Source: an optimization exercise on an open RTL-to-GDS flow (aim: small area). Production flows keep margins and buffers that such runs may drop. Only simulation tests tie the RTL to the original design; equivalence was not proved. Power figures rest on the tool's default switching activity, not on a simulated workload.

`design/flow/design.v`:
```
package line_window_pkg;
    parameter int PIX_W = 8;
    parameter int DEF_ROW_W = 256;
    parameter int DEF_COL_H = 256;
    parameter int DEF_ROWS  = 3;
    typedef logic [PIX_W-1:0] pix_t;
    typedef struct packed {
        logic line;
        logic frame;
        pix_t pix;
    } pix_in_t;
endpackage
`timescale 1ns/1ps
module sync_tracker (
    input  logic                    i_clk,
    input  logic                    i_rst_n,
    input  line_window_pkg::pix_in_t i_stream,
    output line_window_pkg::pix_t   o_pix,         
    output logic                    o_act,         
    output logic                    o_frame,       
    output logic                    o_start,       
    output logic                    o_start_d,     
    output logic                    o_end,         
    output logic [1:0]              o_slot,        
    output logic                    o_close,       
    output logic                    o_part         
);
    logic       in_act;
    logic [6:0] r_grp;
    assign in_act = i_stream.line & i_stream.frame;
    always_ff @(posedge i_clk or negedge i_rst_n) begin
        if (!i_rst_n) begin
            o_act     <= 1'b0;
            o_frame   <= 1'b0;
            o_start_d <= 1'b0;
        end else begin
            o_start_d <= o_start;
            o_act   <= in_act;
            o_frame <= i_stream.frame;
        end
    end
    always_ff @(posedge i_clk) begin
        o_pix <= i_stream.pix;
    end
    assign o_start = in_act & ~o_act;
    assign o_end   = ~in_act & o_act;
    always_ff @(posedge i_clk or negedge i_rst_n) begin
        if (!i_rst_n) begin
            o_slot <= 2'd0;
            r_grp  <= 7'd0;
        end else if (!i_stream.frame) begin
            o_slot <= 2'd0;
            r_grp  <= 7'd0;
        end else if (o_end) begin
            o_slot <= o_slot[1] ? 2'd0 : o_slot + 2'd1;
            if (o_slot[1]) r_grp <= r_grp + 7'd1;
        end
    end
    assign o_part  = r_grp[6] & r_grp[4] & r_grp[2] & r_grp[0];
    assign o_close = o_slot[1] | o_part;
endmodule
`timescale 1ns/1ps
module line_write_ctrl #(
    parameter int ROW_W = line_window_pkg::DEF_ROW_W
) (
    input  logic                     i_clk,
    input  logic                     i_act,
    input  logic                     i_start,
    input  logic                     i_start_d,
    input  logic [1:0]               i_slot,
    input  logic                     i_close,
    input  logic                     i_busy,     
    output logic [1:0]               o_we,
    output logic [1:0]               o_mark,
    output logic                     o_hold
);
    assign o_we[0]   = i_act & (i_slot == 2'd0);
    assign o_we[1]   = i_act & (i_slot == 2'd1);
    assign o_mark[0] = i_start_d & (i_slot == 2'd0);
    assign o_mark[1] = i_start_d & (i_slot == 2'd1);
    assign o_hold    = i_busy | (i_start & i_close);
endmodule
`timescale 1ns/1ps
module line_ram #(
    parameter int ROW_W = line_window_pkg::DEF_ROW_W,
    parameter int STEP  = 8
) (
    input  logic                     i_clk,
    input  logic                     i_we,       
    input  line_window_pkg::pix_t    i_wdata,
    input  logic                     i_mark,     
    input  logic                     i_hold,     
    output line_window_pkg::pix_t    o_rdata
);
    localparam int ADDR_W = $clog2(ROW_W);
    localparam int STEP_W = $clog2(STEP);
    localparam int TAPS   = ROW_W / STEP;
    line_window_pkg::pix_t ring [ROW_W];
    line_window_pkg::pix_t dly [STEP];
    logic [ADDR_W-1:0]        pos;
    logic [ADDR_W-STEP_W-1:0] tsel;
    logic [STEP_W-1:0]        dsel;
    assign tsel = pos[ADDR_W-1:STEP_W];
    assign dsel = pos[STEP_W-1:0];
    always_ff @(posedge i_clk) begin
        ring[0] <= i_we ? i_wdata : ring[ROW_W-1];
        for (int i = 1; i < ROW_W; i++) begin
            ring[i] <= ring[i-1];
        end
    end
    always_ff @(posedge i_clk) begin
        if (i_mark) pos <= ADDR_W'(3);
        else if (!i_hold) pos <= pos + 1'b1;
    end
    always_comb begin
        dly[0] = '0;
        for (int c = 0; c < TAPS; c++) begin
            dly[0] = dly[0] | (ring[STEP*c] & {line_window_pkg::PIX_W{tsel == (ADDR_W-STEP_W)'(c)}});
        end
    end
    always_ff @(posedge i_clk) begin
        for (int j = 1; j < STEP; j++) begin
            dly[j] <= dly[j-1];
        end
    end
    assign o_rdata = dly[dsel];
endmodule
`timescale 1ns/1ps
module row_assembler (
    input  logic                    i_clk,
    input  logic                    i_rst_n,
    input  line_window_pkg::pix_t   i_pix,
    input  logic                    i_frame,
    input  logic                    i_start,
    input  logic                    i_end,
    input  logic                    i_close,
    input  logic                    i_part,
    input  line_window_pkg::pix_t   i_row0,
    input  line_window_pkg::pix_t   i_row1,
    output logic [23:0]             o_win,
    output logic                    o_win_valid,
    output logic                    o_partial,
    output logic                    o_frame,
    output logic                    o_busy
);
    localparam line_window_pkg::pix_t PAD = 8'h01;    
    logic                  r_rd, r_v1, r_v2, r_rp, r_p1, r_p2, r_frame_d1;
    line_window_pkg::pix_t r_pix_d1, r_pix_d2, r_a, r_b, r_c;
    always_ff @(posedge i_clk or negedge i_rst_n) begin
        if (!i_rst_n) begin
            r_rd        <= 1'b0;
            r_rp        <= 1'b0;
            r_v1        <= 1'b0;
            r_v2        <= 1'b0;
            r_p1        <= 1'b0;
            r_p2        <= 1'b0;
            o_win_valid <= 1'b0;
            o_partial   <= 1'b0;
            r_frame_d1  <= 1'b0;
            o_frame     <= 1'b0;
        end else begin
            if (i_end) begin
                r_rd <= 1'b0;
                r_rp <= 1'b0;
            end else if (i_start && i_close) begin
                r_rd <= 1'b1;
                r_rp <= i_part;
            end
            r_v1        <= r_rd;
            r_v2        <= r_v1;
            o_win_valid <= r_v2;
            r_p1        <= r_rp;
            r_p2        <= r_p1;
            o_partial   <= r_p2;
            r_frame_d1  <= i_frame;
            o_frame     <= r_frame_d1;
        end
    end
    always_ff @(posedge i_clk) begin
        r_pix_d1 <= i_pix;
        r_pix_d2 <= r_pix_d1;
        r_a      <= i_row0;
        r_b      <= i_row1;
        r_c      <= r_pix_d2;
    end
    assign o_busy = r_rd | r_v1 | r_v2;
    assign o_win = !o_win_valid ? '0 :
                   o_partial    ? {r_c, PAD, PAD} : {r_a, r_b, r_c};
endmodule
`timescale 1ns/1ps
module line_window_top #(
    parameter int ROW_W = line_window_pkg::DEF_ROW_W,
    parameter int COL_H = line_window_pkg::DEF_COL_H,
    parameter int ROWS  = line_window_pkg::DEF_ROWS
) (
    input  logic                  i_clk,
    input  logic                  i_rst_n,
    input  line_window_pkg::pix_in_t               i_stream,
    output logic [line_window_pkg::PIX_W*ROWS-1:0] o_win,
    output logic                  o_win_valid,
    output logic                  o_partial,
    output logic                  o_frame
);
    localparam int ADDR_W = $clog2(ROW_W);
    line_window_pkg::pix_t pix;
    logic                  act, frame, start, start_d, row_end, close, part, busy, hold;
    logic [1:0]            slot, we, mark;
    line_window_pkg::pix_t rdata [2];
    sync_tracker u_sync_tracker (
        .i_clk    (i_clk),
        .i_rst_n  (i_rst_n),
        .i_stream (i_stream),
        .o_pix    (pix),
        .o_act    (act),
        .o_frame  (frame),
        .o_start  (start),
        .o_start_d(start_d),
        .o_end    (row_end),
        .o_slot   (slot),
        .o_close  (close),
        .o_part   (part)
    );
    line_write_ctrl #(
        .ROW_W (ROW_W)
    ) u_line_write_ctrl (
        .i_clk   (i_clk),
        .i_act   (act),
        .i_start (start),
        .i_start_d(start_d),
        .i_slot  (slot),
        .i_close (close),
        .i_busy  (busy),
        .o_we    (we),
        .o_mark  (mark),
        .o_hold  (hold)
    );
    for (genvar k = 0; k < ROWS - 1; k++) begin : g_line_ram
        line_ram #(
            .ROW_W (ROW_W)
        ) u_line_ram (
            .i_clk   (i_clk),
            .i_we    (we[k]),
            .i_wdata (pix),
            .i_mark  (mark[k]),
            .i_hold  (hold),
            .o_rdata (rdata[k])
        );
    end
    row_assembler u_row_assembler (
        .i_clk       (i_clk),
        .i_rst_n     (i_rst_n),
        .i_pix       (pix),
        .i_frame     (frame),
        .i_start     (start),
        .i_end       (row_end),
        .i_close     (close),
        .i_part      (part),
        .i_row0      (rdata[0]),
        .i_row1      (rdata[1]),
        .o_win       (o_win),
        .o_win_valid (o_win_valid),
        .o_partial   (o_partial),
        .o_frame     (o_frame),
        .o_busy      (busy)
    );
endmodule
```
`design/flow/run.sh`:
```
#!/bin/bash
# synth_recipe.tcl (not shown) runs the flow's synth.tcl, then flattens the netlist and writes it again
# the make line also repeats each setting of config.mk as NAME=value (left out here)
make -C /OpenROAD-flow-scripts/flow DESIGN_CONFIG=/design/flow/config.mk WORK_HOME=/design/flow/orfs CLKGATE_MAP_FILE= SYNTH_SCRIPT=/design/flow/synth_recipe.tcl finish
```
`design/flow/config.mk`:
```
export PLATFORM = sky130hd
export DESIGN_NAME = line_window_top
export DESIGN_NICKNAME = line_window_top
export VERILOG_FILES = /design/flow/design.v
export SDC_FILE = /design/flow/constraint.sdc
export NUM_CORES = 4
export LEC_CHECK = 0
export CAP_MARGIN = 20
export CORE_MARGIN = 2
export CORE_UTILIZATION = 55
export CTS_BUF_LIST = sky130_fd_sc_hd__clkbuf_8
export CTS_CLUSTER_DIAMETER = 50
export CTS_CLUSTER_SIZE = 20
export SLEW_MARGIN = 20
```
`design/flow/constraint.sdc`:
```
create_clock -name core_clock -period 5.0 [get_ports {i_clk}]
set_input_delay 1.0000 -clock core_clock [delete_from_list [all_inputs] [get_ports {i_clk}]]
set_output_delay 1.0000 -clock core_clock [all_outputs]
set_load 0.01 [all_outputs]
```
==> summary.md, run 1 <==
| Metric | Value |
|---|---|
| Status | finished clean |
| LEAKAGE | 39.5 nW |
| Hold Path Depth | 0 |
| Placement Rows | 150 |
| Final hold viol count | 0 |
| Skew final | 0.0481 ns |
| Worst EP arrival | 3.26 ns |
| Pwr Total | 0.0525 W |
| First-pass DRT Iterations | 7 |
| WL/cell | 19.7 um |
| PwrDens | 523 nW/um^2 |
| Post-synth ARST share | 0.512% |
| Crit path kind | reg -> out |
| GR Overflow Total | 0 |
| Longest Clk Path Bufs | 4 |
| Max Slew Vio Count | 0 |
| Busiest grt layer | met2 |
| Die Height | 415 um |
| Grt met2 use | 27.4% |
| Synth Instances | 5286 |
| Most frequent cells in the layout | dfxtp_1, clkbuf_8, mux2i_1 |
| I/O Buffers | 38 |
| Synth area leaders | dfxtp_1, mux2i_1, dfrtp_1, mux2_2, nand3_1 |
| Synth area leader | dfxtp_1 |
| # Post-CTS Setup Buffers | 0 |
| I/O pins | 39 |
| Initial antenna violation count | 21 |
| Die ar. | 172000 um^2 |
| Iteration-0 DRC Markers | 2286 |
| Slew margin rel. | 26.5% |
| Sequential-to-total area share from yosys stat | 92.6% |
| Fin crit share | 85.2% |
| Placed wire-length estimate | 104000 um |
| WL final | 154000 um |
| Remaining antenna violation count | 0 |
| CTS clk-pin slew, worst paths | 0.11 ns |
| Reg2Reg Depth | 7 |
| Hold Path Class | reg -> reg |
| Largest net degree at the start of global routing | 45 |
| Vias per cell | 4.61 |
| Post-CTS sizing | 0 |
| Mapped Area | 93000 um^2 |
| Least-Margin Pin Slew | 1.10 ns |
| Post-route minimum period | 4.26 ns |
| Met3 usage | 3.35% |
| Layout cells sized above 1 | 7.69% |
| Initial Util | 55.5% |
| Unrepaired setup endpoints after global routing | no |
| Final TNS setup | 0 ns |
| # setup viols final | 0 |
| Area of the multi-input gates | 6420 um^2 |
| Fillers | 12.5k |
| Area share of the largest cell type after synthesis | 92.0% |
| TritonCTS buffer count | 277 |
| Ys Warns | 7 |
| Final GP Congestion | 0.885 |
| FF+latch area | 86100 um^2 |
| Met1 Use GR | 24.6% |
| Syn_area_per_cell | 17.6 um^2 |
| Crit path capture type | output port |
| Post-synth EDFFs | 0 |
| Post-synthesis register bit count | 4294 |
| Main synth FF type | dfxtp_1 |
| GRT Overall Usage | 17.7% |
| First-pass GRT wire length | 223000 um |
| Area growth syn-to-layout | 7.97% |
| Core area | 168000 um^2 |
| DRC viols | 0 |
| CTS tree | done |
| Net Count, Synth | 5311 |
| Commonest non-fill, non-tap cell in the layout | dfxtp_1 |
| CTS sink count | 4294 |
| Die width | 415 um |
| Total Nets Final | 5544 |
| DR vias | 35.9k |
| CP required | 4.00 ns |
| Critical-path maximum fanout | 14 |
| Type of origin of the critical path | flop |
| Clock latency on the worst-skew pair | 1.01 ns |
| Max cap viols | 0 |
| Synth cell types | 77 |
| H-tree depth | 5 |
| Clk root buf | clkbuf_8 |
| VDD IR max | 0.000352 V |
| Fmax | 235 MHz |
| Vias in the first global route | 34.4k |
state kept, by name, summed over array words and instances, names as in the netlist, 2 cells and up:
name                        cells
g_line_ram.u_line_ram.dly     112
g_line_ram.u_line_ram.pos      16
g_line_ram.u_line_ram.ring   4096
u_row_assembler.r_a             8
u_row_assembler.r_b             8
u_row_assembler.r_c             8
u_row_assembler.r_pix_d1        8
u_row_assembler.r_pix_d2        8
u_sync_tracker.o_pix            8
u_sync_tracker.o_slot           2
u_sync_tracker.r_grp            7
worst max-delay path, stage by stage (launching register included):
cell	delay, ns
dfrtp_1	0.58
nor2b_2	0.86
and2_1	0.26
clkdlybuf4s50_1	0.54
final timing paths:
kind | slack (ns) | end | startpoint
setup reg to reg | 1.69 | u_row_assembler.r_b[3] | g_line_ram[1].u_line_ram.pos[3]
setup / recovery | 0.74 | o_win[11] | u_row_assembler.o_partial
min in group asynchronous | 0.50 | u_sync_tracker.r_grp[1] | i_rst_n
hold reg to reg | 0.29 | g_line_ram[1].u_line_ram.ring[136][6] | g_line_ram[1].u_line_ram.ring[135][6]
max in group asynchronous | 4.16 | u_sync_tracker.o_frame | i_rst_n
hold / removal | 0.29 | g_line_ram[1].u_line_ram.ring[136][6] | g_line_ram[1].u_line_ram.ring[135][6]
cell usage after synthesis (all sizes together) (31+ instances only):
| cell type | instances |
|---|---|
| a22oi | 35 |
| and2 | 36 |
| and3 | 34 |
| buf | 44 |
| clkbuf | 63 |
| dfxtp | 4272 |
| mux2 | 48 |
| mux2i | 85 |
| nand2 | 42 |
| nand3 | 77 |
| nand4 | 40 |
| nor2 | 52 |
| nor3 | 31 |
routing by layer:
| metal | up-vias | share of wire (%) | routed length (um) |
|---|---|---|---|
| met2 | 823 | 44 | 67900 |
| met4 | 0 | 4.0 | 6160 |
| met5 | - | 0 | 0 |
| met3 | 395 | 4.3 | 6540 |
| li1 | 17500 | - | - |
| met1 | 17200 | 47 | 72900 |
area by class of cell:
class	instances	share of cell area [%]
sequential	4294	85.7
inverter	12	0.0449
antenna	5	0.0125
multi-input combinational	873	6.39
tap	2204	2.75
clock inverter	48	0.517
timing repair buffer	61	0.548
clock buffer	291	3.99
per-stage QoR:
stage	std cells	hold WS [ns]	setup slack (ns)	util, %	cell area (um^2)
after floorplan	5286	0.310	2.43	-	93000
after CTS	7782	0.283	0.501	59.9	100000
after global routing	7784	0.290	0.466	59.9	100000
after global placement	7443	0.310	1.67	57.2	95800
after detailed placement	7443	0.312	1.67	57.2	95800
final	7788	0.294	0.740	59.9	100000
what timing repair did:
item | 4_1_cts | 5_1_grt
endpoints found under the hold margin | 0 | 22
setup endpoints to repair | 0 | 0
hold buffers | 0 | 1
where the power goes:
part | total, W | internal [W] | switching, W
clock network | 0.0153 | 0.00569 | 0.00966
logic | 0.00194 | 0.000685 | 0.00125
registers | 0.0352 | 0.0346 | 0.000571
logic make-up after synthesis:
| group | Yosys count | synth area share [%] |
|---|---|---|
| fa+ha+maj | 13 | 0.175 |
| flops | 4294 | 92.6 |
| compound gates | 278 | 2.34 |
| mux | 136 | 1.57 |
| buf+inv | 119 | 0.579 |
| xor+xnor | 17 | 0.160 |
| simple gates | 429 | 2.61 |
==> run 2: changes to the inputs <==
==> design/flow/flow/run.sh (new file) <==
#!/bin/bash
# The standard layout (the standard.sh, unchanged synthesis and steps), with the
# clock tree built without dummy balancing loads. Each make step keeps its own logs under
# orfs/logs/; the whole make output goes to standard.log here.
set -euo pipefail
CTS="-sink_clustering_enable -repair_clock_nets -buf_list sky130_fd_sc_hd__clkbuf_8"
CTS="$CTS -sink_clustering_size 20 -sink_clustering_max_diameter 50 -dont_use_dummy_load"
bash standard.sh "CTS_ARGS=$CTS" finish > standard.log 2>&1
==> design/flow/standard.sh (new file) <==
#!/bin/bash
# synth_recipe.tcl (not shown) runs the flow's synth.tcl, then flattens the netlist and writes it again
# the make line also repeats each setting of config.mk as NAME=value (left out here)
make -C /OpenROAD-flow-scripts/flow DESIGN_CONFIG=/design/flow/config.mk WORK_HOME=/design/flow/orfs CLKGATE_MAP_FILE= SYNTH_SCRIPT=/design/flow/synth_recipe.tcl "${@:-finish}"
removed: design/flow/run.sh
==> summary.md, run 2 <==
| Metric | Value |
|---|---|
| Status | finished clean |
| Longest Clk Path Bufs | 4 |
| Placement Rows | 150 |
| Reg2reg start | g_line_ram[1].u_line_ram.pos[3] |
| Critical-path top delay cell | nor2b_2 |
| Remaining antenna violation count | 0 |
| Initial antenna violation count | 22 |
| Slew margin rel. | 26.1% |
| H-tree depth | 5 |
| Post-Place Cell Area | 95800 um^2 |
| # Post-CTS Setup Buffers | 0 |
| Fin crit share | 84.7% |
| Crit path from | u_row_assembler.o_partial |
| WL final | 153000 um |
| Max cap viols | 0 |
| Synth area leader | dfxtp_1 |
| Final GP Congestion | 0.885 |
| Final TNS setup | 0 ns |
| Worst Min Path Start | g_line_ram[1].u_line_ram.ring[26][6] |
| Placed wire-length estimate | 104000 um |
| Ys Warns | 7 |
| Area growth syn-to-layout | 7.21% |
| Top delay family on crit path | simple AND/OR/NAND/NOR gates |
| Core area | 168000 um^2 |
| Sequential-to-total area share from yosys stat | 92.6% |
| Commonest non-fill, non-tap cell in the layout | dfxtp_1 |
| GRT Overall Usage | 17.7% |
| Fillers | 12.6k |
| CTS tree | done |
| Synth cell types | 77 |
| DR vias | 35.7k |
| Largest register FFs | 4096 |
| Post-synth EDFFs | 0 |
| Worst EP arrival | 3.23 ns |
| Fmax | 236 MHz |
| First-pass GRT wire length | 222000 um |
| Die Height | 415 um |
| Vias per cell | 4.62 |
| Post-synth ARST share | 0.512% |
| Register name with the most flops | g_line_ram.u_line_ram.ring |
| Type of origin of the critical path | flop |
| WL/cell | 19.8 um |
| Clock latency on the worst-skew pair | 1.02 ns |
| Layout cells sized above 1 | 6.85% |
| Synth area leaders | dfxtp_1, mux2i_1, dfrtp_1, mux2_2, nand3_1 |
| VDD IR max | 0.000353 V |
| Unrepaired setup endpoints after global routing | no |
| CP required | 4.00 ns |
| Design Area, Final | 99700 um^2 |
| Initial Util | 55.5% |
| # setup viols final | 0 |
| Total Nets Final | 5544 |
| Placed cells | 7443 |
| First-pass DRT Iterations | 5 |
| Post-synthesis register bit count | 4294 |
| Mapped Area | 93000 um^2 |
| Synth Instances | 5286 |
| PwrDens | 516 nW/um^2 |
| Least-Margin Pin Slew | 1.11 ns |
| Worst-path cell chain | nor2b_2 -> and2_1 -> clkdlybuf4s50_1 |
| Syn_area_per_cell | 17.6 um^2 |
| Iteration-0 DRC Markers | 2410 |
| DRC viols | 0 |
| Crit path kind | reg -> out |
| Pwr Total | 0.0514 W |
| Crit path capture type | output port |
| Area share of the largest cell type after synthesis | 92.0% |
| Final hold viol count | 0 |
| CTS sink count | 4294 |
| Main synth FF type | dfxtp_1 |
| I/O Buffers | 38 |
| Die ar. | 172000 um^2 |
| CTS clk-pin slew, worst paths | 0.11 ns |
| Hold Path Class | reg -> reg |
| CP bufs+invs | 1 |
| TritonCTS buffer count | 277 |
| Die width | 415 um |
| GR Overflow Total | 0 |
| Clk root buf | clkbuf_8 |
| Critical-path maximum fanout | 14 |
| LEAKAGE | 39.1 nW |
| Net Count, Synth | 5311 |
| I/O pins | 39 |
| Vias in the first global route | 34.2k |
| Fin cells | 7730 |
| Post-route minimum period | 4.23 ns |
| Top-count cell post-synth | dfxtp_1 |
| Top Registers | g_line_ram.u_line_ram.ring x4096, g_line_ram.u_line_ram.dly x112, g_line_ram.u_line_ram.pos x16 |
| Slowest stage delay, CP | 0.84 ns |
| Largest net degree at the start of global routing | 45 |
| Max Slew Vio Count | 0 |
| Synth cell count leaders | dfxtp_1, mux2i_1, nand3_1 |
| Skew final | 0.0834 ns |
| Most frequent cells in the layout | dfxtp_1, clkbuf_8, mux2i_1 |
-- run 2: per-layer routing --
metal / vias up / track usage, % / routed length (um)
li1: 17400 / - / -
met1: 17100 / 24.5 / 72400
met2: 784 / 27.4 / 67900
met3: 380 / 3.33 / 6820
met4: 0 / 7.52 / 6160
met5: - / 0 / 0
-- run 2: timing repair --
action | 4_1_cts | 5_1_grt
hold buffers | 0 | 1
hold endpoints to repair | 0 | 22
resized for setup | 0 | 0
-- run 2: area by class of cell --
class                           count  area [um^2]  area share, %
Tap cell                         2204         2760           2.77
Sequential cell                  4294        86100           86.4
Antenna cell                        9         22.5         0.0226
Clock buffer                      277         3810           3.82
Inverter                           12         45.0         0.0452
Multi-Input combinational cell    873         6420           6.44
Timing Repair Buffer               61          551          0.552
-- run 2: logic make-up after synthesis --
| family | after synthesis | synth area share, % |
|---|---|---|
| AOI/OAI and AO/OA | 278 | 2.34 |
| xor gates and xnor gates | 17 | 0.160 |
| adders and majority gates | 13 | 0.175 |
| buffers and inverters | 119 | 0.579 |
| DFF | 4294 | 92.6 |
| muxes | 136 | 1.57 |
| and+or+nand+nor | 429 | 2.61 |
-- run 2: path summary, 6_finish.rpt --
check / endpoint / slack (ns) / cells past startpoint
worst min register to register: g_line_ram[1].u_line_ram.ring[27][6] / 0.24 / 0
worst max register to register: u_row_assembler.r_b[4] / 1.77 / 7
min in group asynchronous: u_sync_tracker.o_slot[0] / 0.51 / 2
worst max-delay path: o_win[11] / 0.77 / 3
worst min-delay path: g_line_ram[1].u_line_ram.ring[27][6] / 0.24 / 0
max in group asynchronous: u_sync_tracker.o_act / 4.15 / 2
-- run 2: power by group --
group          total (W)  internal (W)  leakage [nW]  switching, W
clock             0.0143       0.00503          1.99       0.00925
combinational    0.00194      0.000685          2.36       0.00125
sequential        0.0352        0.0346          34.8      0.000571
total             0.0514        0.0403          39.1        0.0111
-- run 2: stage by stage --
stage | hold slack, ns | setup WS (ns) | util [%]
2_1_floorplan | 0.310 | 2.43 | -
6_report | 0.240 | 0.766 | 59.5
5_1_grt | 0.231 | 0.475 | 59.5
3_5_place_dp | 0.312 | 1.67 | 57.2
3_3_place_gp | 0.310 | 1.67 | 57.2
4_1_cts | 0.237 | 0.514 | 59.5
==> run 3: changes to the inputs <==
--- a/design/flow/design.v
+++ b/design/flow/design.v
@@ -125,3 +125,8 @@
     end
-    assign o_rdata = dly[dsel];
+    always_comb begin
+        o_rdata = '0;
+        for (int j = 0; j < STEP; j++) begin
+            o_rdata = o_rdata | (dly[j] & {line_window_pkg::PIX_W{dsel == STEP_W'(j)}});
+        end
+    end
 endmodule
==> summary.md, run 3 <==
| Metric | Value |
|---|---|
| Critical-path maximum fanout | 12 |
| First-pass DRT Iterations | 5 |
| Die ar. | 171000 um^2 |
| Core area | 167000 um^2 |
| Post-synth EDFFs | 0 |
| Remaining antenna violation count | 0 |
| Unrepaired setup endpoints after global routing | no |
| Iteration-0 DRC Markers | 2304 |
| Slew margin rel. | 26.3% |
| Most frequent cells in the layout | dfxtp_1, clkbuf_8, mux2i_1 |
| Fin crit share | 84.4% |
| Top delay family on crit path | buffers and inverters |
| Vias per cell | 4.64 |
| Final TNS setup | 0 ns |
| Type of origin of the critical path | flop |
| Post-CTS sizing | 0 |
| CTS clk-pin slew, worst paths | 0.11 ns |
| Placed wire-length estimate | 99600 um |
| Synth cell count leaders | dfxtp_1, mux2i_1, clkbuf_1 |
| Critical-path top delay cell | nor2b_2 |
| FF+latch area | 86100 um^2 |
| Placement Rows | 150 |
| Clock share of power | 27.8% |
| Sequential-to-total area share from yosys stat | 93.3% |
| Register name with the most flops | g_line_ram.u_line_ram.ring |
| Reg2Reg Depth | 7 |
| Area share of the largest cell type after synthesis | 92.7% |
| Hold Path Class | reg -> reg |
| CTS tree | done |
| Sequential power share | 68.5% |
| Die Height | 414 um |
| I/O Buffers | 38 |
| DR vias | 35.5k |
| TritonCTS buffer count | 278 |
| WL/cell | 19.6 um |
| H-tree depth | 5 |
| Ys Warns | 7 |
| Max cap viols | 0 |
| Area growth syn-to-layout | 7.45% |
| Crit path capture type | output port |
| Worst-path cell chain | buf_4 -> nor2b_2 -> buf_4 -> and2_1 -> clkdlybuf4s50_1 |
| Crit path kind | reg -> out |
| P_int | 0.0403 W |
| Final GP Congestion | 0.838 |
| Final hold viol count | 0 |
| Switch share | 21.5% |
| Slowest stage delay, CP | 0.59 ns |
| Total Nets Final | 5466 |
| Largest register FFs | 4096 |
| VDD IR max | 0.000332 V |
| Psw | 0.0110 W |
| Final worst slack | 0.780 ns |
| Post-route minimum period | 4.22 ns |
| Commonest non-fill, non-tap cell in the layout | dfxtp_1 |
| Placed cells | 7364 |
| Top Registers | g_line_ram.u_line_ram.ring x4096, g_line_ram.u_line_ram.dly x112, g_line_ram.u_line_ram.pos x16 |
| Fmax | 237 MHz |
| Longest Clk Path Bufs | 4 |
| WL final | 150000 um |
| Clock latency on the worst-skew pair | 1.00 ns |
| Net Count, Synth | 5216 |
| GRT Overall Usage | 17.5% |
| Largest net degree at the start of global routing | 42 |
| Post-synth ARST share | 0.512% |
| Clk root buf | clkbuf_8 |
| LEAKAGE | 39.1 nW |
| Post-synthesis register bit count | 4294 |
| Pre-CTS WS | 1.35 ns |
| Initial antenna violation count | 14 |
| GR Overflow Total | 0 |
| Hold_ws | 0.263 ns |
| Cell mode on critical path | buf_4 |
| Syn_area_per_cell | 17.8 um^2 |
| Fin cells | 7650 |
| # setup viols final | 0 |
| CTS sink count | 4294 |
| Skew final | 0.109 ns |
| Fillers | 12.5k |
| Status | finished clean |
| Mapped Area | 92300 um^2 |
| Main synth FF type | dfxtp_1 |
| Initial Util | 55.3% |
| PwrDens | 517 nW/um^2 |
| WP depth | 5 |
| Synth cell types | 62 |
| Area of the multi-input gates | 5840 um^2 |
| Synth area leader | dfxtp_1 |
| Least-Margin Pin Slew | 1.10 ns |
| I/O pins | 39 |
| DRC viols | 0 |
| Hold-fix buffer count after cts | 1 |
| # Post-CTS Setup Buffers | 0 |
| CP required | 4.00 ns |
| First-pass GRT wire length | 218000 um |
| Synth area leaders | dfxtp_1, mux2i_1, dfrtp_1, a22oi_1, a32oi_1 |
| Layout cells sized above 1 | 6.49% |
| Gate power share | 3.6% |
| Worst EP arrival | 3.22 ns |
| Top-count cell post-synth | dfxtp_1 |
| Max Slew Vio Count | 0 |
| Hold Path Depth | 0 |
| Vias in the first global route | 34.6k |
| Die width | 414 um |
| Synth Instances | 5191 |
| CP bufs+invs | 3 |
-- run 3: changes by cell type in the layout (fill, tap and decap cells not counted), moves of 9 or more --
| cell | delta |
|---|---|
| nor3_1 | -17 |
| a22oi_1 | +11 |
| nand2_1 | -12 |
| nand3_1 | -32 |
| o21ai_0 | -10 |
| nor3b_1 | -9 |
| mux2_2 | -26 |
| a211o_1 | +9 |
| nor4_1 | -12 |
| a32oi_1 | +21 |
-- run 3: worst paths after layout --
path                                                 startpoint                                   end  slack [ns]
max                                   u_row_assembler.o_partial                              o_win[3]        0.78
min                        g_line_ram[0].u_line_ram.ring[10][3]  g_line_ram[0].u_line_ram.ring[11][3]        0.26
max reg2reg                     g_line_ram[0].u_line_ram.pos[4]                u_row_assembler.r_a[2]        1.44
min reg2reg                g_line_ram[0].u_line_ram.ring[10][3]  g_line_ram[0].u_line_ram.ring[11][3]        0.26
max in group asynchronous                               i_rst_n              u_sync_tracker.o_slot[0]        4.05
min in group asynchronous                               i_rst_n               u_sync_tracker.r_grp[4]        0.53
-- run 3: area by class of cell --
type | count | area share [%]
diodes | 7 | 0.0177
clock buffers | 278 | 3.86
inverters | 12 | 0.0454
multi-input cells | 788 | 5.89
flip-flops and latches | 4294 | 86.8
well taps | 2204 | 2.78
repair buffers | 67 | 0.601
-- run 3: cell families after synthesis --
kind of cell               synth area share [%]
DFF                                        93.3
and+or+nand+nor                            2.23
AOI/OAI and AO/OA                          2.59
buffers and inverters                     0.472
muxes                                      1.14
xor gates and xnor gates                  0.123
adders and majority gates                 0.176
-- run 3: stage by stage --
stage / instance area, um^2 / utilization (%) / power, W
floorplan: 92300 / - / 0.0367
global placement: 95300 / 57.1 / 0.0377
detailed placement: 95300 / 57.1 / 0.0378
CTS: 99100 / 59.4 / 0.0518
global route: 99200 / 59.4 / 0.0532
finish: 99200 / 59.4 / 0.0513
-- run 3: layer usage --
layer / up-vias / global-route usage (%) / wire length, um
met5: - / 0 / 0
met4: 0 / 7.08 / 5950
met3: 374 / 3.49 / 7100
met2: 845 / 27.0 / 65600
met1: 17100 / 24.4 / 71300
li1: 17200 / - / -
-- run 3: power by group through the flow --
stage	clock (W)	combinational (W)	sequential (W)
after global placement	0	0.00178	0.0359
after floorplan	0	0.00124	0.0355
final	0.0143	0.00186	0.0352
after detailed placement	0	0.00183	0.0359
after CTS	0.0148	0.00184	0.0352
after global routing	0.0160	0.00193	0.0352
==> run 4: changes to the inputs <==
--- a/design/flow/flow/run.sh
+++ b/design/flow/flow/run.sh
@@ -6,3 +6,3 @@
 CTS="-sink_clustering_enable -repair_clock_nets -buf_list sky130_fd_sc_hd__clkbuf_8"
-CTS="$CTS -sink_clustering_size 20 -sink_clustering_max_diameter 50 -dont_use_dummy_load"
+CTS="$CTS -sink_clustering_size 20 -sink_clustering_max_diameter 45 -dont_use_dummy_load"
 bash standard.sh "CTS_ARGS=$CTS" finish > standard.log 2>&1
--- a/design/flow/config.mk
+++ b/design/flow/config.mk
@@ -9,5 +9,5 @@
 export CORE_MARGIN = 2
-export CORE_UTILIZATION = 55
+export CORE_UTILIZATION = 65
 export CTS_BUF_LIST = sky130_fd_sc_hd__clkbuf_8
-export CTS_CLUSTER_DIAMETER = 50
+export CTS_CLUSTER_DIAMETER = 45
 export CTS_CLUSTER_SIZE = 20
==> summary.md, run 4 <==
| Metric | Value |
|---|---|
| Main synth FF type | dfxtp_1 |
| Synth area leaders | dfxtp_1, mux2i_1, dfrtp_1, a22oi_1, a32oi_1 |
| Initial Util | 65.3% |
| I/O pins | 39 |
| Syn_area_per_cell | 17.8 um^2 |
| CTS clk-pin slew, worst paths | 0.11 ns |
| Total Nets Final | 5463 |
| CTS sink count | 4294 |
| Clk root buf | clkbuf_8 |
| Slew margin rel. | 23.9% |
| Highest metal used | met5 |
| Hold_ws | 0.287 ns |
| Post-synthesis register bit count | 4294 |
| First-pass GRT wire length | 216000 um |
| Die ar. | 145000 um^2 |
| Vias in the first global route | 34.3k |
| Initial antenna violation count | 19 |
| Net Count, Synth | 5216 |
| Sequential-to-total area share from yosys stat | 93.3% |
| Most frequent cells in the layout | dfxtp_1, clkbuf_8, mux2i_1 |
| Post-synthesis xor/xnor area fraction | 0.123% |
| WL/cell | 20.2 um |
| Worst reg-to-reg setup slack | 1.68 ns |
| Post-route minimum period | 4.55 ns |
| Ys Warns | 7 |
| Largest net degree at the start of global routing | 41 |
| Area share of the largest cell type after synthesis | 92.7% |
| Hold Path Class | reg -> reg |
| Largest family of logic cells by synthesized area | compound AO/OA/AOI/OAI gates |
| CTS tree | done |
| Longest Clk Path Bufs | 4 |
| Die width | 381 um |
| Status | finished clean |
| Fillers | 9454 |
| # setup viols final | 0 |
| Synth cell types | 62 |
| Max cap viols | 0 |
| Critical-path maximum fanout | 12 |
| First-pass DRT Iterations | 6 |
| Fin cells | 7336 |
| Die Height | 381 um |
| Crit path capture type | output port |
| Final TNS setup | 0 ns |
| Post-CTS sizing | 0 |
| Util after Layout | 69.9% |
| Largest register FFs | 4096 |
| Met3 routed WL | 7190 um |
| Fin crit share | 91.0% |
| Compound-cell area share of the yosys netlist | 2.59% |
| Commonest non-fill, non-tap cell in the layout | dfxtp_1 |
| Fmax | 220 MHz |
| Iteration-0 DRC Markers | 2438 |
| Skew final | 0.0663 ns |
| VDD IR max | 0.000363 V |
| WL met1 | 70500 um |
| Crit path kind | reg -> out |
| Clock latency on the worst-skew pair | 0.97 ns |
| Max Slew Vio Count | 0 |
| Core area | 141000 um^2 |
| Area growth syn-to-layout | 7.02% |
| H-tree depth | 5 |
| Type of origin of the critical path | flop |
| GR Overflow Total | 0 |
| Layout cells sized above 1 | 6.35% |
| Final hold viol count | 0 |
| Mapped Area | 92300 um^2 |
| Synth cell count leaders | dfxtp_1, mux2i_1, clkbuf_1 |
| Unrepaired setup endpoints after global routing | no |
| Post-synth EDFFs | 0 |
| LEAKAGE | 39.1 nW |
| CP required | 4.00 ns |
| Area of the multi-input gates | 5830 um^2 |
| Remaining antenna violation count | 0 |
| Placement Rows | 138 |
| DRC viols | 0 |
| FF+latch area | 86100 um^2 |
| PwrDens | 519 nW/um^2 |
| Register name with the most flops | g_line_ram.u_line_ram.ring |
| Synth area leader | dfxtp_1 |
| Top-count cell post-synth | dfxtp_1 |
| Final GP Congestion | 0.863 |
| Met2 WL | 63600 um |
| DR vias | 35.6k |
| Least-Margin Pin Slew | 1.14 ns |
| GRT Overall Usage | 20.4% |
| Placed cells | 7043 |
| I/O Buffers | 38 |
| Placed wire-length estimate | 99600 um |
| WL final | 148000 um |
| TritonCTS buffer count | 282 |
| Simple-gate share of the synthesized area | 2.23% |
| Top Registers | g_line_ram.u_line_ram.ring x4096, g_line_ram.u_line_ram.dly x112, g_line_ram.u_line_ram.pos x16 |
| Worst EP arrival | 3.55 ns |
| Vias per cell | 4.85 |
| Post-synth ARST share | 0.512% |
| Adder-Cell Fraction of Synth Area | 0.176% |
| Synth Instances | 5191 |
| Multiplexer share of the synthesized area | 1.14% |
==> run 4: timing repair <==
| action | in CTS | in global routing |
|---|---|---|
| hold buffers | 0 | 1 |
| endpoints found under the hold margin | 0 | 22 |
| endpoints found under the setup margin | 0 | 0 |
| setup buffers | 0 | 0 |
==> run 4: layout make-up <==
class	instances	share of cell area (%)
timing repair buffer	60	0.550
tap	1890	2.39
sequential	4294	87.2
antenna	10	0.0253
clock buffer	282	3.93
multi-input combinational	788	5.90
inverter	12	0.0456
==> run 4: metal layers <==
metal	track usage (%)	vias up
met2	30.7	960
met1	29.3	17100
li1	-	17100
met3	3.71	409
met4	9.01	2
met5	0	-
==> run 4: cell families after synthesis <==
group / after synthesis
flip-flops: 4294
AND/OR/NAND/NOR: 358
AO/OA/AOI/OAI: 301
buffers and inverters: 109
multiplexers: 103
XOR/XNOR: 13
adder cells (fa/ha/maj): 13
==> run 4: report_power, final <==
part / switching, W / leakage, nW / total [W] / internal, W
clock: 0.00917 / 2.03 / 0.0143 / 0.00511
combinational: 0.00136 / 2.27 / 0.00194 / 0.000588
sequential: 0.000477 / 34.8 / 0.0351 / 0.0346
==> run 4: final timing paths <==
path / depth (start not counted) / end / start
max: 4 / o_win[6] / u_row_assembler.o_partial
min: 0 / g_line_ram[0].u_line_ram.ring[157][6] / g_line_ram[0].u_line_ram.ring[156][6]
max reg2reg: 6 / u_row_assembler.r_a[4] / g_line_ram[0].u_line_ram.pos[5]
min reg2reg: 0 / g_line_ram[0].u_line_ram.ring[157][6] / g_line_ram[0].u_line_ram.ring[156][6]
max in group asynchronous: 2 / u_sync_tracker.r_grp[4] / i_rst_n
min in group asynchronous: 2 / u_row_assembler.r_p1 / i_rst_n
==> run 4: stage by stage <==
stage	instance area (um^2)	worst slack, ns	power (W)
2_1_floorplan	92300	2.61	0.0367
3_3_place_gp	94900	1.32	0.0377
3_5_place_dp	94900	1.26	0.0378
4_1_cts	98700	0.340	0.0518
5_1_grt	98800	0.252	0.0531
6_report	98800	0.448	0.0513
==> run 4: critical path, cell delays in order (launching register included) <==
cell and delay (ns):
dfrtp_1 0.69, nor2b_2 0.63, buf_4 0.29, and2_1 0.33, clkdlybuf4s50_1 0.63
==> run 5: changes to the inputs <==
--- a/design/flow/flow/run.sh
+++ b/design/flow/flow/run.sh
@@ -6,3 +6,3 @@
 CTS="-sink_clustering_enable -repair_clock_nets -buf_list sky130_fd_sc_hd__clkbuf_8"
-CTS="$CTS -sink_clustering_size 20 -sink_clustering_max_diameter 45 -dont_use_dummy_load"
+CTS="$CTS -sink_clustering_size 20 -sink_clustering_max_diameter 45 -dont_use_dummy_load -tree_buf sky130_fd_sc_hd__clkbuf_4"
 bash standard.sh "CTS_ARGS=$CTS" finish > standard.log 2>&1
==> summary.md, run 5 <==
| Metric | Value |
|---|---|
| Net Count, Synth | 5216 |
| CTS tree | done |
| I/O Buffers | 38 |
| DRC viols | 0 |
| Die width | 381 um |
| Initial Util | 65.3% |
| H-tree depth | 5 |
| Sequential-to-total area share from yosys stat | 93.3% |
| Top-count cell post-synth | dfxtp_1 |
| GRT Overall Usage | 20.4% |
| Commonest non-fill, non-tap cell in the layout | dfxtp_1 |
| Status | finished clean |
| Met3 usage | 3.66% |
| Synth area leaders | dfxtp_1, mux2i_1, dfrtp_1, a22oi_1, a32oi_1 |
| Slowest stage delay, CP | 0.69 ns |
| Hold-fix buffer count after cts | 0 |
| Placement Rows | 138 |
| Area share of the largest cell type after synthesis | 92.7% |
| Max Slew Vio Count | 0 |
| I/O pins | 39 |
| Met1 Use GR | 29.3% |
| # setup viols final | 0 |
| Longest Clk Path Bufs | 4 |
| Top delay family on crit path | simple AND/OR/NAND/NOR gates |
| Final hold viol count | 0 |
| Main synth FF type | dfxtp_1 |
| Die Height | 381 um |
| Final GP Congestion | 0.863 |
| Synth cell count leaders | dfxtp_1, mux2i_1, clkbuf_1 |
| Skew final | 0.0713 ns |
| CTS clk-pin slew, worst paths | 0.11 ns |
| First-pass DRT Iterations | 6 |
| Critical-path top delay cell | dfrtp_1 |
| Area growth syn-to-layout | 6.94% |
| Worst EP arrival | 3.52 ns |
| CP required | 4.00 ns |
| Pwr Total | 0.0511 W |
| WL/cell | 20.1 um |
| Synth Instances | 5191 |
| Most frequent cells in the layout | dfxtp_1, clkbuf_8, mux2i_1 |
| TritonCTS buffer count | 282 |
| Fin crit share | 90.3% |
| First-pass GRT wire length | 216000 um |
| Critical-path maximum fanout | 12 |
| # Post-CTS Setup Buffers | 0 |
| Final TNS setup | 0 ns |
| DR vias | 35.6k |
| Initial antenna violation count | 20 |
| Crit path kind | reg -> out |
| Mapped Area | 92300 um^2 |
| Top Registers | g_line_ram.u_line_ram.ring x4096, g_line_ram.u_line_ram.dly x112, g_line_ram.u_line_ram.pos x16 |
| Synth area leader | dfxtp_1 |
| Crit path capture type | output port |
| Register name with the most flops | g_line_ram.u_line_ram.ring |
| CTS sink count | 4294 |
| Largest net degree at the start of global routing | 41 |
| Remaining antenna violation count | 0 |
| Synth cell types | 62 |
| Worst-path cell chain | nor2b_2 -> buf_4 -> and2_1 -> clkdlybuf4s50_1 |
| Slew margin rel. | 24.3% |
| CP bufs+invs | 2 |
| PwrDens | 518 nW/um^2 |
| Die ar. | 145000 um^2 |
| Iteration-0 DRC Markers | 2464 |
| Post-CTS sizing | 0 |
| WL final | 148000 um |
| Post-synth EDFFs | 0 |
| Post-route minimum period | 4.52 ns |
| Post-synthesis register bit count | 4294 |
| Busiest grt layer | met2 |
| GR Overflow Total | 0 |
| Unrepaired setup endpoints after global routing | no |
| Max cap viols | 0 |
| Fmax | 221 MHz |
| Clk root buf | clkbuf_8 |
| Post-synth ARST share | 0.512% |
| Vias per cell | 4.84 |
| Core area | 141000 um^2 |
| Least-Margin Pin Slew | 1.13 ns |
| Syn_area_per_cell | 17.8 um^2 |
| VDD IR max | 0.000363 V |
| Type of origin of the critical path | flop |
| Vias in the first global route | 34.3k |
| Layout cells sized above 1 | 6.35% |
| Hold Path Class | reg -> reg |
| Ys Warns | 7 |
| Placed wire-length estimate | 99600 um |
| Total Nets Final | 5463 |
| Grt met2 use | 30.8% |
| Clock latency on the worst-skew pair | 0.96 ns |
| Largest register FFs | 4096 |
| LEAKAGE | 39.0 nW |
[run 5: changes by cell type in the layout (fill, tap and decap cells not counted)]
| cell | previous run | this run |
|---|---|---|
| clkbuf_4 | 0 | 16 |
| clkbuf_8 | 282 | 266 |
| diode_2 | 10 | 18 |
[run 5: power breakdown]
group / internal (W) / switching, W / total [W] / leakage (nW)
clock: 0.00498 / 0.00913 / 0.0141 / 1.99
combinational: 0.000588 / 0.00136 / 0.00195 / 2.27
sequential: 0.0346 / 0.000477 / 0.0351 / 34.8
total: 0.0402 / 0.0110 / 0.0511 / 39.0
[run 5: layout make-up]
class                           instances  area (um^2)
Sequential cell                      4294        86100
Fill cell                            9459        42600
Multi-Input combinational cell        788         5830
Clock buffer                          282         3780
Tap cell                             1890         2360
Timing Repair Buffer                   60          543
Inverter                               12         45.0
Antenna cell                           18         45.0
[run 5: worst paths after layout]
path	to	cells after the start	slack, ns	startpoint
min in group asynchronous	u_row_assembler.r_p1	2	0.54	i_rst_n
hold reg to reg	g_line_ram[0].u_line_ram.ring[157][6]	0	0.28	g_line_ram[0].u_line_ram.ring[156][6]
setup / recovery	o_win[6]	4	0.48	u_row_assembler.o_partial
hold / removal	g_line_ram[0].u_line_ram.ring[157][6]	0	0.28	g_line_ram[0].u_line_ram.ring[156][6]
max in group asynchronous	u_sync_tracker.r_grp[4]	2	4.09	i_rst_n
setup reg to reg	u_row_assembler.r_a[4]	6	1.68	g_line_ram[0].u_line_ram.pos[5]
[run 5: metal layers]
metal  part of all wire (%)  routed length [um]
met5                 0.0088                  13
met4                    4.4                6510
met3                    5.0                7330
met2                     43               63700
met1                     48               70300
[run 5: logic make-up after synthesis]
kind of cell	count (synthesis)	synth area share, %
fa+ha+maj	13	0.176
xor+xnor	13	0.123
simple gates	358	2.23
compound gates	301	2.59
mux	103	1.14
buf+inv	109	0.472
flops	4294	93.3
[run 5: worst register-to-register path, stage by stage, from the launching register on]
cell       delay, ns
dfxtp_2         0.98
or3b_2          0.71
nor2_1          0.89
a221oi_1        0.25
o2111ai_1       0.12
or3_1           0.21
a211o_1         0.14
[run 5: metrics by stage]
step / instances / instance area [um^2] / setup slack [ns] / hold WS (ns) / utilization (%)
floorplan: 5191 / 92300 / 2.61 / 0.310 / -
global placement: 7043 / 94900 / 1.32 / 0.310 / 67.2
detailed placement: 7043 / 94900 / 1.26 / 0.312 / 67.2
CTS: 7325 / 98600 / 0.346 / 0.273 / 69.8
global route: 7334 / 98700 / 0.257 / 0.291 / 69.9
finish: 7344 / 98700 / 0.485 / 0.281 / 69.9
==> run 6: changes to the inputs <==
--- a/design/flow/flow/run.sh
+++ b/design/flow/flow/run.sh
@@ -6,3 +6,3 @@
 CTS="-sink_clustering_enable -repair_clock_nets -buf_list sky130_fd_sc_hd__clkbuf_8"
-CTS="$CTS -sink_clustering_size 20 -sink_clustering_max_diameter 45 -dont_use_dummy_load -tree_buf sky130_fd_sc_hd__clkbuf_4"
+CTS="$CTS -sink_clustering_size 20 -sink_clustering_max_diameter 60 -dont_use_dummy_load -tree_buf sky130_fd_sc_hd__clkbuf_4"
 bash standard.sh "CTS_ARGS=$CTS" finish > standard.log 2>&1
--- a/design/flow/config.mk
+++ b/design/flow/config.mk
@@ -11,3 +11,3 @@
 export CTS_BUF_LIST = sky130_fd_sc_hd__clkbuf_8
-export CTS_CLUSTER_DIAMETER = 45
+export CTS_CLUSTER_DIAMETER = 60
 export CTS_CLUSTER_SIZE = 20
==> summary.md, run 6 <==
| Metric | Value |
|---|---|
| Crit path kind | reg -> out |
| Area growth syn-to-layout | 6.21% |
| Worst reg-to-reg setup slack | 1.73 ns |
| WL/cell | 20.1 um |
| Top Registers | g_line_ram.u_line_ram.ring x4096, g_line_ram.u_line_ram.dly x112, g_line_ram.u_line_ram.pos x16 |
| Post-Place Cell Area | 94900 um^2 |
| Initial antenna violation count | 23 |
| Post-synth ARST share | 0.512% |
| Slowest stage delay, CP | 0.69 ns |
| Core area | 141000 um^2 |
| Top-count cell post-synth | dfxtp_1 |
| Total Nets Final | 5415 |
| Layout cells sized above 1 | 5.51% |
| Post-route minimum period | 4.54 ns |
| Sequential power share | 70.2% |
| Sequential-to-total area share from yosys stat | 93.3% |
| WL final | 147000 um |
| Net Count, Synth | 5216 |
| Fmax | 220 MHz |
| Clock latency on the worst-skew pair | 1.06 ns |
| Placement Rows | 138 |
| R2R Path End | u_row_assembler.r_b[3] |
| DR vias | 35.3k |
| Synth cell types | 62 |
| Most frequent cells in the layout | dfxtp_1, clkbuf_8, mux2i_1 |
| H-tree depth | 4 |
| LEAKAGE | 38.7 nW |
| Worst EP arrival | 3.54 ns |
| PwrDens | 510 nW/um^2 |
| I/O Buffers | 38 |
| Slew margin rel. | 24.0% |
| Clk root buf | clkbuf_8 |
| Util after Layout | 69.4% |
| GRT Overall Usage | 20.3% |
| Critical-path top delay cell | dfrtp_1 |
| Switch share | 21.5% |
| Least-Margin Pin Slew | 1.14 ns |
| Max cap viols | 0 |
| Vias in the first global route | 33.9k |
| Critical-path maximum fanout | 12 |
| Psw | 0.0107 W |
| Final worst slack | 0.459 ns |
| Pre-CTS WS | 1.26 ns |
| Skew final | 0.0967 ns |
| CTS tree | done |
| Initial Util | 65.3% |
| Clock share of power | 25.8% |
| Die Height | 381 um |
| Die ar. | 145000 um^2 |
| Unrepaired setup endpoints after global routing | no |
| Iteration-0 DRC Markers | 2530 |
| Syn_area_per_cell | 17.8 um^2 |
| TritonCTS buffer count | 234 |
| Final hold viol count | 0 |
| Reg2Reg Depth | 7 |
| VDD IR max | 0.000370 V |
| Design Area, Final | 98000 um^2 |
| Final TNS setup | 0 ns |
| Fillers | 9529 |
| Worst Min Path Start | g_line_ram[1].u_line_ram.ring[172][0] |
| WHS Endpoint | g_line_ram[1].u_line_ram.ring[173][0] |
| # setup viols final | 0 |
| Crit path capture type | output port |
| Reg2reg start | g_line_ram[1].u_line_ram.pos[4] |
| GR Overflow Total | 0 |
| Largest register FFs | 4096 |
| CTS clk-pin slew, worst paths | 0.12 ns |
| Mapped Area | 92300 um^2 |
| Remaining antenna violation count | 0 |
| Die width | 381 um |
| Gate power share | 3.9% |
| Max Slew Vio Count | 0 |
| # Post-CTS Setup Buffers | 0 |
| Main synth FF type | dfxtp_1 |
| CP required | 4.00 ns |
| First-pass DRT Iterations | 6 |
| P_int | 0.0392 W |
| CP bufs+invs | 2 |
| Hold Path Class | reg -> reg |
| Hold Path Depth | 0 |
| Placed wire-length estimate | 99600 um |
| Longest Clk Path Bufs | 3 |
| Type of origin of the critical path | flop |
| Final GP Congestion | 0.863 |
| Fin crit share | 90.8% |
| I/O pins | 39 |
| Register name with the most flops | g_line_ram.u_line_ram.ring |
| Area share of the largest cell type after synthesis | 92.7% |
| CTS sink count | 4294 |
| Vias per cell | 4.83 |
| Synth area leaders | dfxtp_1, mux2i_1, dfrtp_1, a22oi_1, a32oi_1 |
| Status | finished clean |
| Pwr Total | 0.0499 W |
| Post-synthesis register bit count | 4294 |
| Commonest non-fill, non-tap cell in the layout | dfxtp_1 |
| Synth cell count leaders | dfxtp_1, mux2i_1, clkbuf_1 |
| DRC viols | 0 |
| First-pass GRT wire length | 215000 um |
| Post-synth EDFFs | 0 |
| Synth area leader | dfxtp_1 |
| Largest net degree at the start of global routing | 41 |
| Ys Warns | 7 |
| Synth Instances | 5191 |
| Top delay family on crit path | simple AND/OR/NAND/NOR gates |
| Worst-path cell chain | nor2b_2 -> buf_4 -> and2_1 -> clkdlybuf4s50_1 |
-- run 6: cell counts after synthesis --
Identical to the previous run, type by type.
-- run 6: area by class of cell --
class                      instances  area (um^2)  share of cell area, %
multi-input combinational        788         5830                   5.95
clock buffer                     234         3120                   3.18
sequential                      4294        86100                   87.8
inverter                          12         45.0                 0.0460
timing repair buffer              60          543                  0.554
tap                             1890         2360                   2.41
antenna                           16         40.0                 0.0408
-- run 6: repair_timing --
action                     CTS  global route
hold buffers                 0             1
hold endpoints to repair     0            22
gates resized for setup      0             0
setup endpoints to repair    0             0
-- run 6: how the worst max path moves through the flow --
| stage | from | end | cells past startpoint |
|---|---|---|---|
| detailed placement | i_stream[8] | g_line_ram[1].u_line_ram.pos[5] | 6 |
| finish | u_row_assembler.o_partial | o_win[6] | 4 |
| global route | u_row_assembler.o_partial | o_win[6] | 4 |
| global placement | i_stream[8] | g_line_ram[1].u_line_ram.pos[5] | 6 |
| floorplan | i_stream[9] | g_line_ram[0].u_line_ram.pos[1] | 5 |
| CTS | u_row_assembler.o_partial | o_win[6] | 4 |
-- run 6: cells by family after synthesis --
group / count (synthesis) / share of synthesized area, %
multiplexers: 103 / 1.14
buffers and inverters: 109 / 0.472
AND/OR/NAND/NOR: 358 / 2.23
AO/OA/AOI/OAI: 301 / 2.59
XOR/XNOR: 13 / 0.123
adder cells (fa/ha/maj): 13 / 0.176
flip-flops: 4294 / 93.3
-- run 6: metrics by stage --
step	hold WS, ns	std cells
after floorplan	0.310	5191
after global routing	0.242	7289
after global placement	0.310	7043
after detailed placement	0.312	7043
final	0.248	7294
after CTS	0.221	7277
-- run 6: power groups by stage --
| stage | Sequential [W] | Combinational [W] | Clock (W) |
|---|---|---|---|
| after floorplan | 0.0355 | 0.00124 | 0 |
| after CTS | 0.0351 | 0.00191 | 0.0134 |
| final | 0.0351 | 0.00195 | 0.0129 |
| after global placement | 0.0359 | 0.00186 | 0 |
| after global routing | 0.0352 | 0.00201 | 0.0146 |
| after detailed placement | 0.0359 | 0.00190 | 0 |
-- run 6: metal layers --
metal	global-route usage, %	vias up	wire length, um
li1	-	17000	-
met1	29.2	17000	70500
met2	30.7	893	63400
met3	3.76	320	7140
met4	8.04	4	5890
met5	0	-	45
==> run 7: changes to the inputs <==
==> design/flow/flow/run.sh (replaced) <==
#!/bin/bash
# The standard layout (the standard.sh, unchanged synthesis and steps), with the
# clock tree built without dummy balancing loads and the port buffers made from the
# smallest buffer cell. Each make step keeps its own logs under orfs/logs/; the whole
# make output goes to standard.log here.
set -euo pipefail
CTS="-sink_clustering_enable -repair_clock_nets -buf_list sky130_fd_sc_hd__clkbuf_8"
CTS="$CTS -sink_clustering_size 20 -sink_clustering_max_diameter 60 -dont_use_dummy_load -tree_buf sky130_fd_sc_hd__clkbuf_4"
bash standard.sh "CTS_ARGS=$CTS" "BUFFER_PORTS_ARGS=-buffer_cell sky130_fd_sc_hd__buf_1" finish > standard.log 2>&1
==> summary.md, run 7 <==
| Metric | Value |
|---|---|
| I/O Buffers | 38 |
| Slew margin rel. | 18.9% |
| Final TNS setup | 0 ns |
| Max Slew Vio Count | 0 |
| DRC viols | 0 |
| Worst EP arrival | 3.13 ns |
| Clock latency on the worst-skew pair | 1.05 ns |
| WL final | 152000 um |
| Skew final | 0.163 ns |
| Longest Clk Path Bufs | 3 |
| Crit path capture type | output port |
| Commonest non-fill, non-tap cell in the layout | dfxtp_1 |
| Fillers | 9372 |
| VDD IR max | 0.000385 V |
| Vias in the first global route | 33.5k |
| Net Count, Synth | 5216 |
| WL/cell | 20.8 um |
| Compound-cell area share of the yosys netlist | 2.59% |
| Iteration-0 DRC Markers | 2176 |
| Initial antenna violation count | 19 |
| Synth area leaders | dfxtp_1, mux2i_1, dfrtp_1, a22oi_1, a32oi_1 |
| H-tree depth | 4 |
| Critical-path maximum fanout | 14 |
| Multiplexer share of the synthesized area | 1.14% |
| Hold Path Class | in -> reg |
| Met2 WL | 69100 um |
| CTS sink count | 4294 |
| Met3 routed WL | 5720 um |
| Crit path kind | reg -> out |
| Die width | 381 um |
| Area share of the largest cell type after synthesis | 92.7% |
| Core area | 141000 um^2 |
| Final hold viol count | 0 |
| Die ar. | 145000 um^2 |
| Clk root buf | clkbuf_8 |
| Total Nets Final | 5422 |
| Synth cell count leaders | dfxtp_1, mux2i_1, clkbuf_1 |
| GRT Overall Usage | 20.9% |
| Final GP Congestion | 0.857 |
| # setup viols final | 0 |
| Initial Util | 65.3% |
| CTS clk-pin slew, worst paths | 0.11 ns |
| Type of origin of the critical path | flop |
| TritonCTS buffer count | 238 |
| I/O pins | 39 |
| Top Registers | g_line_ram.u_line_ram.ring x4096, g_line_ram.u_line_ram.dly x112, g_line_ram.u_line_ram.pos x16 |
| Syn_area_per_cell | 17.8 um^2 |
| Synth Instances | 5191 |
| Remaining antenna violation count | 0 |
| First-pass GRT wire length | 219000 um |
| Highest metal used | met4 |
| Post-synthesis register bit count | 4294 |
| Area growth syn-to-layout | 6.07% |
| Mapped Area | 92300 um^2 |
| Most frequent cells in the layout | dfxtp_1, clkbuf_8, mux2i_1 |
| Status | finished clean |
| GR Overflow Total | 0 |
| Unrepaired setup endpoints after global routing | no |
| Post-synth EDFFs | 0 |
| CTS tree | done |
| Ys Warns | 7 |
| Placed wire-length estimate | 106000 um |
| Simple-gate share of the synthesized area | 2.23% |
| Layout cells sized above 1 | 5.58% |
| Util after Layout | 69.3% |
| Top-count cell post-synth | dfxtp_1 |
| Synth cell types | 62 |
| Main synth FF type | dfxtp_1 |
| Synth area leader | dfxtp_1 |
| PwrDens | 510 nW/um^2 |
| First-pass DRT Iterations | 5 |
| LEAKAGE | 38.6 nW |
| Max cap viols | 0 |
| Register name with the most flops | g_line_ram.u_line_ram.ring |
| Largest family of logic cells by synthesized area | compound AO/OA/AOI/OAI gates |
| CP required | 4.00 ns |
| Vias per cell | 4.81 |
| WL met1 | 72900 um |
| Adder-Cell Fraction of Synth Area | 0.176% |
| Die Height | 381 um |
| Post-synth ARST share | 0.512% |
| Fin crit share | 82.6% |
| Largest net degree at the start of global routing | 41 |
| Least-Margin Pin Slew | 1.22 ns |
| Placement Rows | 138 |
| Fmax | 242 MHz |
| Post-route minimum period | 4.13 ns |
| Largest register FFs | 4096 |
| Post-synthesis xor/xnor area fraction | 0.123% |
| DR vias | 35.1k |
| Sequential-to-total area share from yosys stat | 93.3% |
run 7: cell counts after synthesis:
No cell type changed its count.
run 7: final timing paths:
| check | from | to | slack, ns | depth (start not counted) |
|---|---|---|---|---|
| max | u_row_assembler.o_partial | o_win[6] | 0.87 | 3 |
| min | i_stream[1] | u_sync_tracker.o_pix[1] | 0.12 | 1 |
| max reg2reg | g_line_ram[0].u_line_ram.pos[5] | u_row_assembler.r_a[4] | 1.74 | 6 |
| min reg2reg | g_line_ram[0].u_line_ram.ring[116][2] | g_line_ram[0].u_line_ram.ring[117][2] | 0.25 | 0 |
| max in group asynchronous | i_rst_n | u_row_assembler.r_v1 | 4.18 | 3 |
| min in group asynchronous | i_rst_n | u_row_assembler.r_p1 | 0.52 | 3 |
run 7: layer usage:
layer | track usage (%) | vias up
met5 | 0 | -
met4 | 5.94 | 0
met3 | 3.46 | 249
met2 | 33.2 | 705
met1 | 29.9 | 17000
li1 | - | 17100
run 7: timing repair:
action                    in CTS  in global routing
setup buffers                  0                  0
resized for setup              0                  0
hold buffers                   6                  0
hold endpoints to repair      27                  0
run 7: stage by stage:
| stage | std cells | area (um^2) | worst slack (ns) | hold WS, ns | power, W |
|---|---|---|---|---|---|
| after global placement | 7041 | 94600 | 1.80 | 0.310 | 0.0376 |
| after global routing | 7294 | 97900 | 0.617 | 0.0204 | 0.0516 |
| after floorplan | 5191 | 92300 | 2.61 | 0.310 | 0.0367 |
| final | 7296 | 97900 | 0.871 | 0.118 | 0.0499 |
| after detailed placement | 7041 | 94600 | 1.75 | 0.312 | 0.0376 |
| after CTS | 7285 | 97900 | 0.732 | 0.000993 | 0.0503 |
run 7: power breakdown:
part | switching (W) | leakage [nW] | internal (W)
registers | 0.000438 | 34.8 | 0.0346
logic | 0.00129 | 2.20 | 0.000560
clock network | 0.00891 | 1.67 | 0.00408
run 7: critical path: stages, from the launching register on:
cell and delay, ns:
dfrtp_1 0.60, nor2b_2 0.91, and2_1 0.43, buf_1 0.19
run 7: final cells by class:
class,instances,area [um^2],share of cell area (%)
sequential,4294,86100,87.9
multi-input combinational,788,5850,5.98
clock buffer,238,3180,3.24
tap,1890,2360,2.42
timing repair buffer,63,345,0.353
inverter,12,45.0,0.0460
antenna,11,27.5,0.0281
run 7: cell families (layout without fill, tap and decap cells):
| family | Yosys count | in the layout |
|---|---|---|
| and+or+nand+nor | 358 | 358 |
| buffers and inverters | 109 | 313 |
| AOI/OAI and AO/OA | 301 | 301 |
| adders and majority gates | 13 | 13 |
| muxes | 103 | 103 |
| xor gates and xnor gates | 13 | 13 |
| other | 0 | 11 |
| DFF | 4294 | 4294 |

re-timing with driven ports:
The flow's constraints put no driver on any port. The routed layouts listed below were extracted and timed again, unchanged, in two steps.
Step 1: set_driving_cell puts a clkbuf_16 on i_clk and a buf_2 on each other input, an assumption about the parent block.
Step 2 adds t to the input delays and takes it off the output delays; t is the mean of the earliest and latest rising clock arrival at the registers after step 1. Input paths then give back, and output paths get back, about the clock's delay inside the block.
Three values: no drivers, after step 1, after step 2; two values: the first two.
run | t, ns | setup slack, ns | slew at the worst register clock pin (ns) | pins driven straight from the clock port
run 1 | 1.067 | 0.740 / 0.661 / 1.693 | 0.12 / 0.12 | 1
run 2 | 1.052 | 0.766 / 0.687 / 1.678 | 0.12 / 0.12 | 1
run 3 | 1.022 | 0.780 / 0.701 / 1.328 | 0.12 / 0.12 | 1
run 4 | 1.020 | 0.448 / 0.372 / 1.165 | 0.11 / 0.11 | 1
run 5 | 1.005 | 0.485 / 0.410 / 1.182 | 0.11 / 0.11 | 1
run 6 | 1.065 | 0.459 / 0.384 / 1.144 | 0.12 / 0.12 | 1
run 7 | 1.043 | 0.871 / 0.797 / 1.639 | 0.12 / 0.12 | 1
After both steps every run listed still meets setup and hold.
